Background: an optimization exercise with open tools, aiming at small area and a short achievable clock period. Do not read the settings as production practice. RTL that was checked went through simulation tests only; none was proved equivalent to the original. Power and IR drop assume default switching activity.

==> 03-01: inputs <==
## wb_packer
module wb_packer #(
  parameter int DEPTH  = 16,
  parameter int ADDR_W = 16
) (
  input  logic              clk,
  input  logic              rst_n,
  input  logic              op_start,
  input  logic [ADDR_W-1:0] base_addr,
  input  logic              output_en,
  input  logic [wb_packer_pkg::HW_W-1:0] output_data,
  input  logic              gemm_finish,
  output logic              wr_valid,
  input  logic              wr_ready,
  output logic [wb_packer_pkg::DATA_W-1:0] wr_data,
  output logic [wb_packer_pkg::BURST_LEN-1:0] wr_strb,
  output logic [ADDR_W-1:0] wr_addr,
  output logic              wr_last,
  output logic              busy,
  output logic              overflow,
  output logic [15:0]       word_count
);
clock: 5.0 ns
lec_check: 0
abc_clock_period_in_ps: 2200
cap_margin: 20
core_margin: 2
core_utilization: 55
setup_slack_margin: 2.5
slew_margin: 20
run.sh (not shown) runs the stock make flow with config.mk's settings and CLKGATE_MAP_FILE= SYNTH_SCRIPT=/design/flow/synth_recipe.tcl, a recipe that flattens the netlist after the stock synthesis.
==> 01-08: changes against 03-01 <==
==> flow/config.mk (replaced) <==
export PLATFORM = sky130hd
export DESIGN_NAME = wb_packer
export DESIGN_NICKNAME = wb_packer
export VERILOG_FILES = /design/flow/design.v
export SDC_FILE = /design/flow/constraint.sdc
export NUM_CORES = 4
export LEC_CHECK = 0
export CAP_MARGIN = 20
export CORE_MARGIN = 2
export CORE_UTILIZATION = 60
export SETUP_SLACK_MARGIN = 2.5
export SLEW_MARGIN = 20
==> 01-13: changes against 03-01 <==
==> flow/design.v (replaced) <==
package wb_packer_pkg;
  localparam int BURST_LEN = 8;
  localparam int HW_W      = 16;
  localparam int DATA_W    = HW_W * BURST_LEN;
  localparam int IDX_W     = $clog2(BURST_LEN);
  localparam int SLOTS     = 16;    
endpackage
module wb_fifo #(
  parameter int SLOTS = 16,
  parameter int LANES = 8,
  parameter int HW_W  = 16
) (
  input  logic                    clk,
  input  logic [SLOTS*LANES-1:0]  we,      
  input  logic [HW_W-1:0]         din,
  input  logic [SLOTS-1:0]        rsel,    
  output logic [LANES*HW_W-1:0]   dout
);
  logic [SLOTS-1:0][LANES-1:0][HW_W-1:0] mem;
  for (genvar j = 0; j < SLOTS; j++) begin : g_slot
    for (genvar l = 0; l < LANES; l++) begin : g_lane
      always_ff @(posedge clk) begin
        if (we[j*LANES+l]) mem[j][l] <= din;
      end
    end
  end
  always_comb begin
    dout = '0;
    for (int j = 0; j < SLOTS; j++)
      dout = dout | ({(LANES*HW_W){rsel[j]}} & mem[j]);
  end
endmodule
module wb_packer #(
  parameter int DEPTH  = 16,
  parameter int ADDR_W = 16
) (
  input  logic              clk,
  input  logic              rst_n,
  input  logic              op_start,
  input  logic [ADDR_W-1:0] base_addr,
  input  logic              output_en,
  input  logic [wb_packer_pkg::HW_W-1:0] output_data,
  input  logic              gemm_finish,
  output logic              wr_valid,
  input  logic              wr_ready,
  output logic [wb_packer_pkg::DATA_W-1:0] wr_data,
  output logic [wb_packer_pkg::BURST_LEN-1:0] wr_strb,
  output logic [ADDR_W-1:0] wr_addr,
  output logic              wr_last,
  output logic              busy,
  output logic              overflow,
  output logic [15:0]       word_count
);
  localparam int NS    = wb_packer_pkg::SLOTS;
  localparam int LANES = wb_packer_pkg::BURST_LEN;
  localparam int HW_W  = wb_packer_pkg::HW_W;
  localparam int DW    = wb_packer_pkg::DATA_W;
  logic             gf_q, flush_pending;
  logic [LANES-1:0] lt;          
  logic [2:0]       pm;          
  logic [NS-1:0]    ws;          
  logic [NS-1:0]    rs;          
  logic [DEPTH:2]   qt;          
  logic [NS-1:0]    meta_last;   
  logic [NS-1:0][2:0] meta_m;    
  logic [LANES-1:0] nx_strb;     
  logic             nx_last;     
  logic fin_rise, n8, nz, flush_go, push, acc, pop, load, avail, take, go;
  logic ring_has, full_q, up, down;
  logic [LANES-1:0] push_strb, head_strb;
  logic             head_last;
  assign ring_has = qt[2];
  assign full_q   = qt[DEPTH];
  assign fin_rise = gemm_finish & ~gf_q;
  assign n8       = ~lt[LANES-1];
  assign nz       = ~lt[0];
  assign go       = output_en & ~op_start;
  assign flush_go = flush_pending & ~output_en & ~op_start;
  assign push     = (go & n8) | (flush_go & nz);
  assign acc      = push & (~full_q | wr_ready);
  assign pop      = wr_valid & wr_ready;
  assign load     = ~wr_valid | wr_ready;
  assign avail    = ring_has | push;
  assign take     = load & avail;
  assign up       = acc & ~pop;
  assign down     = pop & ~acc;
  assign push_strb = ~lt;
  assign head_strb = {LANES{avail}} & (ring_has ? nx_strb : push_strb);
  assign head_last = avail & (ring_has ? nx_last : ~output_en);
  logic [NS*LANES-1:0] we;
  logic [DW-1:0]       rd;
  logic [NS-1:0]       ws_next, rs_next;
  logic                roll_keep, roll_drop;
  assign ws_next   = {ws[NS-2:0], ws[NS-1]};
  assign rs_next   = {rs[NS-2:0], rs[NS-1]};
  assign roll_keep = go & n8 & (~full_q | wr_ready);
  assign roll_drop = go & n8 & full_q & ~wr_ready;
  always_comb begin
    for (int j = 0; j < NS; j++) begin
      we[j*LANES] = (ws[j] & lt[0]) | (roll_keep & ws_next[j]) | (roll_drop & ws[j]);
      for (int l = 1; l < LANES; l++)
        we[j*LANES+l] = ws[j] & lt[l];
    end
  end
  wb_fifo #(.SLOTS(NS), .LANES(LANES), .HW_W(HW_W)) u_fifo (
    .clk  (clk),
    .we   (we),
    .din  (output_data),
    .rsel (rs),
    .dout (rd)
  );
  always_ff @(posedge clk) begin
    for (int j = 0; j < NS; j++) begin
      if (ws[j]) begin
        meta_m[j]    <= pm;
        meta_last[j] <= ~output_en;
      end
    end
  end
  logic [2:0]       nx_m_d;
  logic             nx_last_d;
  logic [NS-1:0]    rs_d;
  logic [LANES-1:0] nx_strb_d;
  assign rs_d = take ? rs_next : rs;
  always_comb begin
    nx_m_d    = pm;
    nx_last_d = ~output_en;
    for (int j = 0; j < NS; j++) begin
      if (rs_d[j] && !ws[j]) begin
        nx_m_d    = meta_m[j];
        nx_last_d = meta_last[j];
      end
    end
    for (int l = 0; l < LANES; l++)
      nx_strb_d[l] = (3'(l) <= nx_m_d);
  end
  always_ff @(posedge clk or negedge rst_n) begin
    if (!rst_n) begin
      gf_q          <= 1'b0;
      flush_pending <= 1'b0;
      lt            <= '1;
      pm            <= 3'd7;
      ws            <= NS'(1);
      rs            <= NS'(1);
      qt            <= '0;
      nx_strb       <= '0;
      nx_last       <= 1'b0;
    end else begin
      gf_q    <= gemm_finish;
      nx_strb <= nx_strb_d;
      nx_last <= nx_last_d;
      if (op_start) begin
        lt            <= '1;
        pm            <= 3'd7;
        flush_pending <= 1'b0;
      end else if (output_en) begin
        lt <= n8 ? {{(LANES-1){1'b1}}, 1'b0} : {lt[LANES-2:0], 1'b0};
        pm <= pm + 3'd1;
        if (fin_rise) flush_pending <= 1'b1;
      end else begin
        if (flush_pending) begin
          lt <= '1;
          pm <= 3'd7;
        end
        flush_pending <= fin_rise;
      end
      if (acc)  ws <= ws_next;
      if (take) rs <= rs_next;
      for (int k = 2; k <= DEPTH; k++) begin
        if (up)   qt[k] <= (k == 2) ? wr_valid : qt[k-1];
        if (down) qt[k] <= (k == DEPTH) ? 1'b0 : qt[k+1];
      end
    end
  end
  logic busy_d, nz_d, fp_d;
  assign nz_d   = ~op_start & (output_en | (nz & ~flush_pending));
  assign fp_d   = ~op_start & (output_en ? (flush_pending | fin_rise) : fin_rise);
  assign busy_d = nz_d | fp_d | (load ? avail : wr_valid);
  always_ff @(posedge clk or negedge rst_n) begin
    if (!rst_n) begin
      wr_valid <= 1'b0;
      wr_data  <= '0;
      wr_strb  <= '0;
      wr_last  <= 1'b0;
      busy     <= 1'b0;
    end else begin
      busy <= busy_d;
      if (load) begin
        wr_valid <= avail;
        wr_strb  <= head_strb;
        wr_last  <= head_last;
        for (int l = 0; l < LANES; l++)
          wr_data[l*HW_W +: HW_W] <= head_strb[l] ? rd[l*HW_W +: HW_W] : '0;
      end
    end
  end
  always_ff @(posedge clk or negedge rst_n) begin
    if (!rst_n) begin
      wr_addr    <= '0;
      word_count <= '0;
      overflow   <= 1'b0;
    end else if (op_start) begin
      wr_addr    <= base_addr;
      word_count <= '0;
      overflow   <= 1'b0;
    end else begin
      if (pop) begin
        wr_addr <= wr_addr + 1'b1;
        if (word_count != 16'hFFFF) word_count <= word_count + 1'b1;
      end
      if (push && full_q && !wr_ready) overflow <= 1'b1;
    end
  end
endmodule
==> flow/config.mk (replaced) <==
export PLATFORM = sky130hd
export DESIGN_NAME = wb_packer
export DESIGN_NICKNAME = wb_packer
export VERILOG_FILES = /design/flow/design.v
export SDC_FILE = /design/flow/constraint.sdc
export NUM_CORES = 4
export LEC_CHECK = 0
export CAP_MARGIN = 20
export CORE_MARGIN = 2
export CORE_UTILIZATION = 65
export CTS_CLUSTER_DIAMETER = 100
export CTS_CLUSTER_SIZE = 24
export SETUP_SLACK_MARGIN = 2.6
export SLEW_MARGIN = 20
export TNS_END_PERCENT = 100
==> notes.md <==
01-13 passed the timing, design-rule and antenna checks. 01-08 completed without violations. 03-01 finished with timing, DRC and antenna clean.
In synthesized area, 03-01 and 01-08 do not differ.
The lowest die area belongs to 01-13, the highest to 03-01.
Wire length, highest first: 03-01, 01-08, 01-13.
Cell area: 01-13 < 01-08 < 03-01.
Of 01-13 and 03-01, 01-13 has the higher flip-flop and latch count (gap 12).
In 03-01 the synthesized cell count is lower than in 01-13, by 3.3%.
The highest non-clock buffer count belongs to 03-01, the lowest to 01-13.
The lowest sequential share of layout area belongs to 03-01, the highest to 01-13.
The highest clock skew belongs to 01-13, the lowest to 01-08.
Clock-buffer cell count: 01-13 < 01-08 < 03-01.
The highest via count belongs to 01-08, the lowest to 01-13.
No functional check of the RTL was part of 01-13.

* * *

==> inputs of branch amber <==
wb_packer, a different RTL version from the one above (not shown whole).
## wb_packer
module wb_packer #(
  parameter int DEPTH  = 16,
  parameter int ADDR_W = 16
) (
  input  logic              clk,
  input  logic              rst_n,
  input  logic              op_start,
  input  logic [ADDR_W-1:0] base_addr,
  input  logic              output_en,
  input  logic [wb_packer_pkg::HW_W-1:0] output_data,
  input  logic              gemm_finish,
  output logic              wr_valid,
  input  logic              wr_ready,
  output logic [wb_packer_pkg::DATA_W-1:0] wr_data,
  output logic [wb_packer_pkg::BURST_LEN-1:0] wr_strb,
  output logic [ADDR_W-1:0] wr_addr,
  output logic              wr_last,
  output logic              busy,
  output logic              overflow,
  output logic [15:0]       word_count
);
==> module wb_packer, before the edit <==
module wb_packer #(
  parameter int DEPTH  = 16,
  parameter int ADDR_W = 16
) (
  input  logic              clk,
  input  logic              rst_n,
  input  logic              op_start,
  input  logic [ADDR_W-1:0] base_addr,
  input  logic              output_en,
  input  logic [wb_packer_pkg::HW_W-1:0] output_data,
  input  logic              gemm_finish,
  output logic              wr_valid,
  input  logic              wr_ready,
  output logic [wb_packer_pkg::DATA_W-1:0] wr_data,
  output logic [wb_packer_pkg::BURST_LEN-1:0] wr_strb,
  output logic [ADDR_W-1:0] wr_addr,
  output logic              wr_last,
  output logic              busy,
  output logic              overflow,
  output logic [15:0]       word_count
);
  localparam int NS    = wb_packer_pkg::SLOTS;
  localparam int LANES = wb_packer_pkg::BURST_LEN;
  localparam int HW_W  = wb_packer_pkg::HW_W;
  localparam int DW    = wb_packer_pkg::DATA_W;
  logic            gf_q, flush_pending;
  logic            fresh;       
  logic [LANES-1:0] lt;         
  logic [2:0]      pm;          
  logic [NS-1:0]   ws;          
  logic [NS-1:0]   rs;          
  logic [DEPTH:2]  qt;          
  logic [NS-1:0]   meta_last;   
  logic [NS-1:0][2:0] meta_m;   
  logic fin_rise, n8, nz, flush_go, push, acc, pop, load, avail, take, go;
  logic ring_has, full_q, up, down;
  logic [2:0] head_m;
  logic       head_last;
  logic [LANES-1:0] head_strb;
  assign ring_has = qt[2];
  assign full_q   = qt[DEPTH];
  assign fin_rise = gemm_finish & ~gf_q;
  assign n8       = ~lt[LANES-1];
  assign nz       = ~lt[0];
  assign go       = output_en & ~op_start;
  assign flush_go = flush_pending & ~output_en & ~op_start;
  assign push     = (go & n8) | (flush_go & nz);
  assign acc      = push & (~full_q | wr_ready);
  assign pop      = wr_valid & wr_ready;
  assign load     = ~wr_valid | wr_ready;
  assign avail    = ring_has | push;
  assign take     = load & avail;
  assign up       = acc & ~pop;
  assign down     = pop & ~acc;
  always_comb begin
    head_m    = pm;
    head_last = ~output_en;
    for (int j = 0; j < NS; j++) begin
      if (ring_has && rs[j]) begin
        head_m    = meta_m[j];
        head_last = meta_last[j];
      end
    end
    for (int l = 0; l < LANES; l++)
      head_strb[l] = avail & (3'(l) <= head_m);
  end
  logic [NS*LANES-1:0] we;
  logic [DW-1:0]       din, rd;
  logic [NS-1:0]       ws_next;    
  logic [LANES-1:0]    lane_in;    
  assign ws_next = {ws[NS-2:0], ws[NS-1]};
  always_comb begin
    for (int l = 0; l < LANES; l++) begin
      lane_in[l] = go & (n8 ? (l == 0) : (lt[l] & ((l == 0) | ~lt[(l+LANES-1)%LANES])));
      din[l*HW_W +: HW_W] = lane_in[l] ? output_data : '0;
    end
    for (int j = 0; j < NS; j++) begin
      we[j*LANES] = (ws[j] & lt[0]) |
                    (go & n8 & (acc ? ws_next[j] : ws[j]));
      for (int l = 1; l < LANES; l++)
        we[j*LANES+l] = ws[j] & lt[l];
    end
  end
  wb_fifo #(.SLOTS(NS), .LANES(LANES), .HW_W(HW_W)) u_fifo (
    .clk  (clk),
    .we   (we),
    .din  (din),
    .rsel (rs),
    .dout (rd)
  );
  always_ff @(posedge clk) begin
    for (int j = 0; j < NS; j++) begin
      if (ws[j]) begin
        meta_m[j]    <= pm;
        meta_last[j] <= ~output_en;
      end
    end
  end
  always_ff @(posedge clk or negedge rst_n) begin
    if (!rst_n) begin
      gf_q          <= 1'b0;
      fresh         <= 1'b0;
      flush_pending <= 1'b0;
      lt            <= '1;
      pm            <= 3'd7;
      ws            <= NS'(1);
      rs            <= NS'(1);
      qt            <= '0;
    end else begin
      gf_q  <= gemm_finish;
      fresh <= go & n8;
      if (op_start) begin
        lt            <= '1;
        pm            <= 3'd7;
        flush_pending <= 1'b0;
      end else if (output_en) begin
        lt <= n8 ? {{(LANES-1){1'b1}}, 1'b0} : {lt[LANES-2:0], 1'b0};
        pm <= pm + 3'd1;
        if (fin_rise) flush_pending <= 1'b1;
      end else begin
        if (flush_pending) begin
          lt <= '1;
          pm <= 3'd7;
        end
        flush_pending <= fin_rise;
      end
      if (acc)  ws <= ws_next;
      if (take) rs <= {rs[NS-2:0], rs[NS-1]};
      for (int k = 2; k <= DEPTH; k++) begin
        if (up)   qt[k] <= (k == 2) ? wr_valid : qt[k-1];
        if (down) qt[k] <= (k == DEPTH) ? 1'b0 : qt[k+1];
      end
    end
  end
  logic busy_d, nz_d, fp_d;
  assign nz_d   = ~op_start & (output_en | (nz & ~flush_pending));
  assign fp_d   = ~op_start & (output_en ? (flush_pending | fin_rise) : fin_rise);
  assign busy_d = nz_d | fp_d | (load ? avail : wr_valid);
  always_ff @(posedge clk or negedge rst_n) begin
    if (!rst_n) begin
      wr_valid <= 1'b0;
      wr_data  <= '0;
      wr_strb  <= '0;
      wr_last  <= 1'b0;
      busy     <= 1'b0;
    end else begin
      busy <= busy_d;
      if (load) begin
        wr_valid <= avail;
        wr_strb  <= head_strb;
        wr_last  <= avail & head_last;
        wr_data[HW_W-1:0]  <= avail ? rd[HW_W-1:0] : '0;
        wr_data[DW-1:HW_W] <= (avail & ~(fresh & ~ring_has)) ? rd[DW-1:HW_W] : '0;
      end
    end
  end
  always_ff @(posedge clk or negedge rst_n) begin
    if (!rst_n) begin
      wr_addr    <= '0;
      word_count <= '0;
      overflow   <= 1'b0;
    end else if (op_start) begin
      wr_addr    <= base_addr;
      word_count <= '0;
      overflow   <= 1'b0;
    end else begin
      if (pop) begin
        wr_addr <= wr_addr + 1'b1;
        if (word_count != 16'hFFFF) word_count <= word_count + 1'b1;
      end
      if (push && full_q && !wr_ready) overflow <= 1'b1;
    end
  end
endmodule
==> module wb_fifo, before the edit <==
module wb_fifo #(
  parameter int SLOTS = 16,
  parameter int LANES = 8,
  parameter int HW_W  = 16
) (
  input  logic                    clk,
  input  logic [SLOTS*LANES-1:0]  we,      
  input  logic [LANES*HW_W-1:0]   din,     
  input  logic [SLOTS-1:0]        rsel,    
  output logic [LANES*HW_W-1:0]   dout
);
  logic [SLOTS-1:0][LANES-1:0][HW_W-1:0] mem;
  for (genvar j = 0; j < SLOTS; j++) begin : g_slot
    for (genvar l = 0; l < LANES; l++) begin : g_lane
      always_ff @(posedge clk) begin
        if (we[j*LANES+l]) mem[j][l] <= din[l*HW_W +: HW_W];
      end
    end
  end
  always_comb begin
    dout = '0;
    for (int j = 0; j < SLOTS; j++)
      dout = dout | ({(LANES*HW_W){rsel[j]}} & mem[j]);
  end
endmodule
make LEC_CHECK=0 CAP_MARGIN=20 CORE_MARGIN=2 CORE_UTILIZATION=60 CTS_CLUSTER_DIAMETER=100 CTS_CLUSTER_SIZE=30 SETUP_SLACK_MARGIN=2.5 SLEW_MARGIN=20 finish   # period 5.0 ns
==> branch onyx: changes against branch amber <==
--- a/flow/design.v
+++ b/flow/design.v
@@ -103,2 +103,5 @@
   assign ws_next = {ws[NS-2:0], ws[NS-1]};
+  logic roll_keep, roll_drop;
+  assign roll_keep = go & n8 & (~full_q | wr_ready);
+  assign roll_drop = go & n8 & full_q & ~wr_ready;
   always_comb begin
@@ -109,4 +112,3 @@
     for (int j = 0; j < NS; j++) begin
-      we[j*LANES] = (ws[j] & lt[0]) |
-                    (go & n8 & (acc ? ws_next[j] : ws[j]));
+      we[j*LANES] = (ws[j] & lt[0]) | (roll_keep & ws_next[j]) | (roll_drop & ws[j]);
       for (int l = 1; l < LANES; l++)
- CAP_MARGIN: 20 -> 10
- CORE_UTILIZATION: 60 -> 65
- CTS_CLUSTER_SIZE: 30 -> 24
- SETUP_SLACK_MARGIN: 2.5 -> 2.6
- SLEW_MARGIN: 20 -> 10
==> branch delta: changes against branch amber <==
--- a/flow/design.v
+++ b/flow/design.v
@@ -14,3 +14,3 @@
   input  logic [SLOTS*LANES-1:0]  we,      
-  input  logic [LANES*HW_W-1:0]   din,     
+  input  logic [HW_W-1:0]         din,
   input  logic [SLOTS-1:0]        rsel,    
@@ -22,3 +22,3 @@
       always_ff @(posedge clk) begin
-        if (we[j*LANES+l]) mem[j][l] <= din[l*HW_W +: HW_W];
+        if (we[j*LANES+l]) mem[j][l] <= din;
       end
@@ -58,4 +58,3 @@
   logic            gf_q, flush_pending;
-  logic            fresh;       
-  logic [LANES-1:0] lt;         
+  logic [3:0]      n;           
   logic [2:0]      pm;          
@@ -63,3 +62,5 @@
   logic [NS-1:0]   rs;          
-  logic [DEPTH:2]  qt;          
+  logic [4:0]      cnt;         
+  logic            full_q;      
+  logic            ring_has;    
   logic [NS-1:0]   meta_last;   
@@ -67,11 +68,8 @@
   logic fin_rise, n8, nz, flush_go, push, acc, pop, load, avail, take, go;
-  logic ring_has, full_q, up, down;
-  logic [2:0] head_m;
+  logic [2:0] push_m, head_m;
   logic       head_last;
   logic [LANES-1:0] head_strb;
-  assign ring_has = qt[2];
-  assign full_q   = qt[DEPTH];
   assign fin_rise = gemm_finish & ~gf_q;
-  assign n8       = ~lt[LANES-1];
-  assign nz       = ~lt[0];
+  assign n8       = n[3];
+  assign nz       = |n;
   assign go       = output_en & ~op_start;
@@ -84,6 +82,5 @@
   assign take     = load & avail;
-  assign up       = acc & ~pop;
-  assign down     = pop & ~acc;
+  assign push_m   = pm;
   always_comb begin
-    head_m    = pm;
+    head_m    = push_m;
     head_last = ~output_en;
@@ -99,16 +96,11 @@
   logic [NS*LANES-1:0] we;
-  logic [DW-1:0]       din, rd;
+  logic [DW-1:0]       rd;
   logic [NS-1:0]       ws_next;    
-  logic [LANES-1:0]    lane_in;    
   assign ws_next = {ws[NS-2:0], ws[NS-1]};
   always_comb begin
-    for (int l = 0; l < LANES; l++) begin
-      lane_in[l] = go & (n8 ? (l == 0) : (lt[l] & ((l == 0) | ~lt[(l+LANES-1)%LANES])));
-      din[l*HW_W +: HW_W] = lane_in[l] ? output_data : '0;
-    end
     for (int j = 0; j < NS; j++) begin
-      we[j*LANES] = (ws[j] & lt[0]) |
+      we[j*LANES] = (ws[j] & (n == 4'd0)) |
                     (go & n8 & (acc ? ws_next[j] : ws[j]));
       for (int l = 1; l < LANES; l++)
-        we[j*LANES+l] = ws[j] & lt[l];
+        we[j*LANES+l] = ws[j] & (n == 4'(l));
     end
@@ -118,3 +110,3 @@
     .we   (we),
-    .din  (din),
+    .din  (output_data),
     .rsel (rs),
@@ -125,3 +117,3 @@
       if (ws[j]) begin
-        meta_m[j]    <= pm;
+        meta_m[j]    <= push_m;
         meta_last[j] <= ~output_en;
@@ -130,2 +122,4 @@
   end
+  logic [4:0] cnt_d;
+  assign cnt_d = cnt + 5'(acc) - 5'(pop);
   always_ff @(posedge clk or negedge rst_n) begin
@@ -133,5 +127,4 @@
       gf_q          <= 1'b0;
-      fresh         <= 1'b0;
       flush_pending <= 1'b0;
-      lt            <= '1;
+      n             <= '0;
       pm            <= 3'd7;
@@ -139,8 +132,9 @@
       rs            <= NS'(1);
-      qt            <= '0;
+      cnt           <= '0;
+      full_q        <= 1'b0;
+      ring_has      <= 1'b0;
     end else begin
-      gf_q  <= gemm_finish;
-      fresh <= go & n8;
+      gf_q <= gemm_finish;
       if (op_start) begin
-        lt            <= '1;
+        n             <= '0;
         pm            <= 3'd7;
@@ -148,3 +142,3 @@
       end else if (output_en) begin
-        lt <= n8 ? {{(LANES-1){1'b1}}, 1'b0} : {lt[LANES-2:0], 1'b0};
+        n  <= n8 ? 4'd1 : n + 4'd1;
         pm <= pm + 3'd1;
@@ -153,3 +147,3 @@
         if (flush_pending) begin
-          lt <= '1;
+          n  <= '0;
           pm <= 3'd7;
@@ -160,6 +154,5 @@
       if (take) rs <= {rs[NS-2:0], rs[NS-1]};
-      for (int k = 2; k <= DEPTH; k++) begin
-        if (up)   qt[k] <= (k == 2) ? wr_valid : qt[k-1];
-        if (down) qt[k] <= (k == DEPTH) ? 1'b0 : qt[k+1];
-      end
+      cnt      <= cnt_d;
+      full_q   <= cnt_d[4];
+      ring_has <= cnt_d > 5'd1;
     end
@@ -183,4 +176,4 @@
         wr_last  <= avail & head_last;
-        wr_data[HW_W-1:0]  <= avail ? rd[HW_W-1:0] : '0;
-        wr_data[DW-1:HW_W] <= (avail & ~(fresh & ~ring_has)) ? rd[DW-1:HW_W] : '0;
+        for (int l = 0; l < LANES; l++)
+          wr_data[l*HW_W +: HW_W] <= head_strb[l] ? rd[l*HW_W +: HW_W] : '0;
       end
- CTS_CLUSTER_DIAMETER: 100 -> unset
- CTS_CLUSTER_SIZE: 30 -> unset
- SETUP_SLACK_MARGIN: 2.5 -> unset
==> branch nickel: changes against branch amber <==
--- a/flow/design.v
+++ b/flow/design.v
@@ -103,2 +103,5 @@
   assign ws_next = {ws[NS-2:0], ws[NS-1]};
+  logic roll_keep, roll_drop;
+  assign roll_keep = go & n8 & (~full_q | wr_ready);
+  assign roll_drop = go & n8 & full_q & ~wr_ready;
   always_comb begin
@@ -109,4 +112,3 @@
     for (int j = 0; j < NS; j++) begin
-      we[j*LANES] = (ws[j] & lt[0]) |
-                    (go & n8 & (acc ? ws_next[j] : ws[j]));
+      we[j*LANES] = (ws[j] & lt[0]) | (roll_keep & ws_next[j]) | (roll_drop & ws[j]);
       for (int l = 1; l < LANES; l++)
- CORE_UTILIZATION: 60 -> 70
- CTS_CLUSTER_SIZE: 30 -> 24
- SETUP_SLACK_MARGIN: 2.5 -> 2.6
==> results.py <==
metrics = {
    "worst_setup_path": {
        "slowest_stage": "and2_1",
        "critPathArrivalTime_ns": 2.87,
    },
    "outcome": {
        "run_status": "no timing/DRC/antenna violations",
    },
    "routing": {
        "firstDrtPassIters": 6,
    },
}
That was branch nickel.
==> results.py <==
metrics = {
    "outcome": {
        "run_status": "no timing/DRC/antenna violations",
    },
    "routing": {
        "firstDrtPassIters": 6,
    },
    "worst_setup_path": {
        "critPathArrivalTime_ns": 2.94,
        "slowest_stage": "dfrtp_1",
    },
    "sta": {
        "clock.fmax_mhz": 386,
    },
}
That was branch amber.
==> results.py <==
metrics = {
    "worst_setup_path": {
        "critPathArrivalTime_ns": 3.10,
        "slowest_stage": "dfrtp_4",
    },
    "routing": {
        "firstDrtPassIters": 5,
    },
    "outcome": {
        "run_status": "no timing/DRC/antenna violations",
    },
}
That was branch onyx.
==> results.py <==
metrics = {
    "routing": {
        "firstDrtPassIters": 6,
    },
    "power": {
        "top_power_group": "sequential cells",
    },
    "worst_setup_path": {
        "slowest_stage": "dfstp_4",
        "critPathArrivalTime_ns": 4.79,
    },
    "outcome": {
        "run_status": "no timing/DRC/antenna violations",
    },
    "cts": {
        "clk_pin_slew_ns": 0.06,
    },
}
That was branch delta.
Only the layout flow was run in branch delta; the RTL was not checked for function there.

==> port drivers added, routing unchanged <==
The results above use ideal ports. As a check the final layouts listed here were re-extracted and re-timed, cells and wires unchanged.
Step 1 (the two cells are an assumption about what drives the block):
set clk [get_ports {clk}]
set_driving_cell -lib_cell sky130_fd_sc_hd__clkbuf_16 $clk
set_driving_cell -lib_cell sky130_fd_sc_hd__buf_2 [delete_from_list [all_inputs] $clk]
Step 2 adds t to the input delays and takes it off the output delays; t is the mean of the earliest and latest rising clock arrival at the registers after step 1. Input paths then give back, and output paths get back, about the clock's delay inside the block.
Slacks: ideal ports / drivers / drivers and shift; pairs: ideal ports / drivers.
| run | t, ns | setup slack, ns | worst setup path after step 2 | latest minus earliest clock arrival (ns) | worst data-port slew with drivers (ns) |
|---|---|---|---|---|---|
| 03-01 | 0.939 | 2.329 / 2.329 / 1.650 | input to register | 0.034 / 0.034 | 0.09 |
| 01-08 | 0.936 | 2.362 / 2.362 / 1.685 | input to register | 0.028 / 0.028 | 0.06 |
| 01-13 | 0.859 | 2.182 / 2.194 / 1.378 | input to register | 0.040 / 0.039 | 0.10 |
| branch amber | 0.814 | 2.411 / 2.406 / 1.592 | input to register | 0.041 / 0.042 | 0.20 |
| branch onyx | 0.832 | 2.552 / 2.506 / 1.796 | input to register | 0.034 / 0.034 | 0.16 |
| branch delta | 0.915 | 0.905 / 0.905 / 0.712 | input to register | 0.025 / 0.025 | 0.07 |
| branch nickel | 0.825 | 2.486 / 2.482 / 1.804 | input to register | 0.037 / 0.037 | 0.16 |
After both steps every run listed still meets setup and hold. The setup slack of branch amber, which loses most, moves by -0.005 ns with the drivers and by -0.819 ns with both steps.
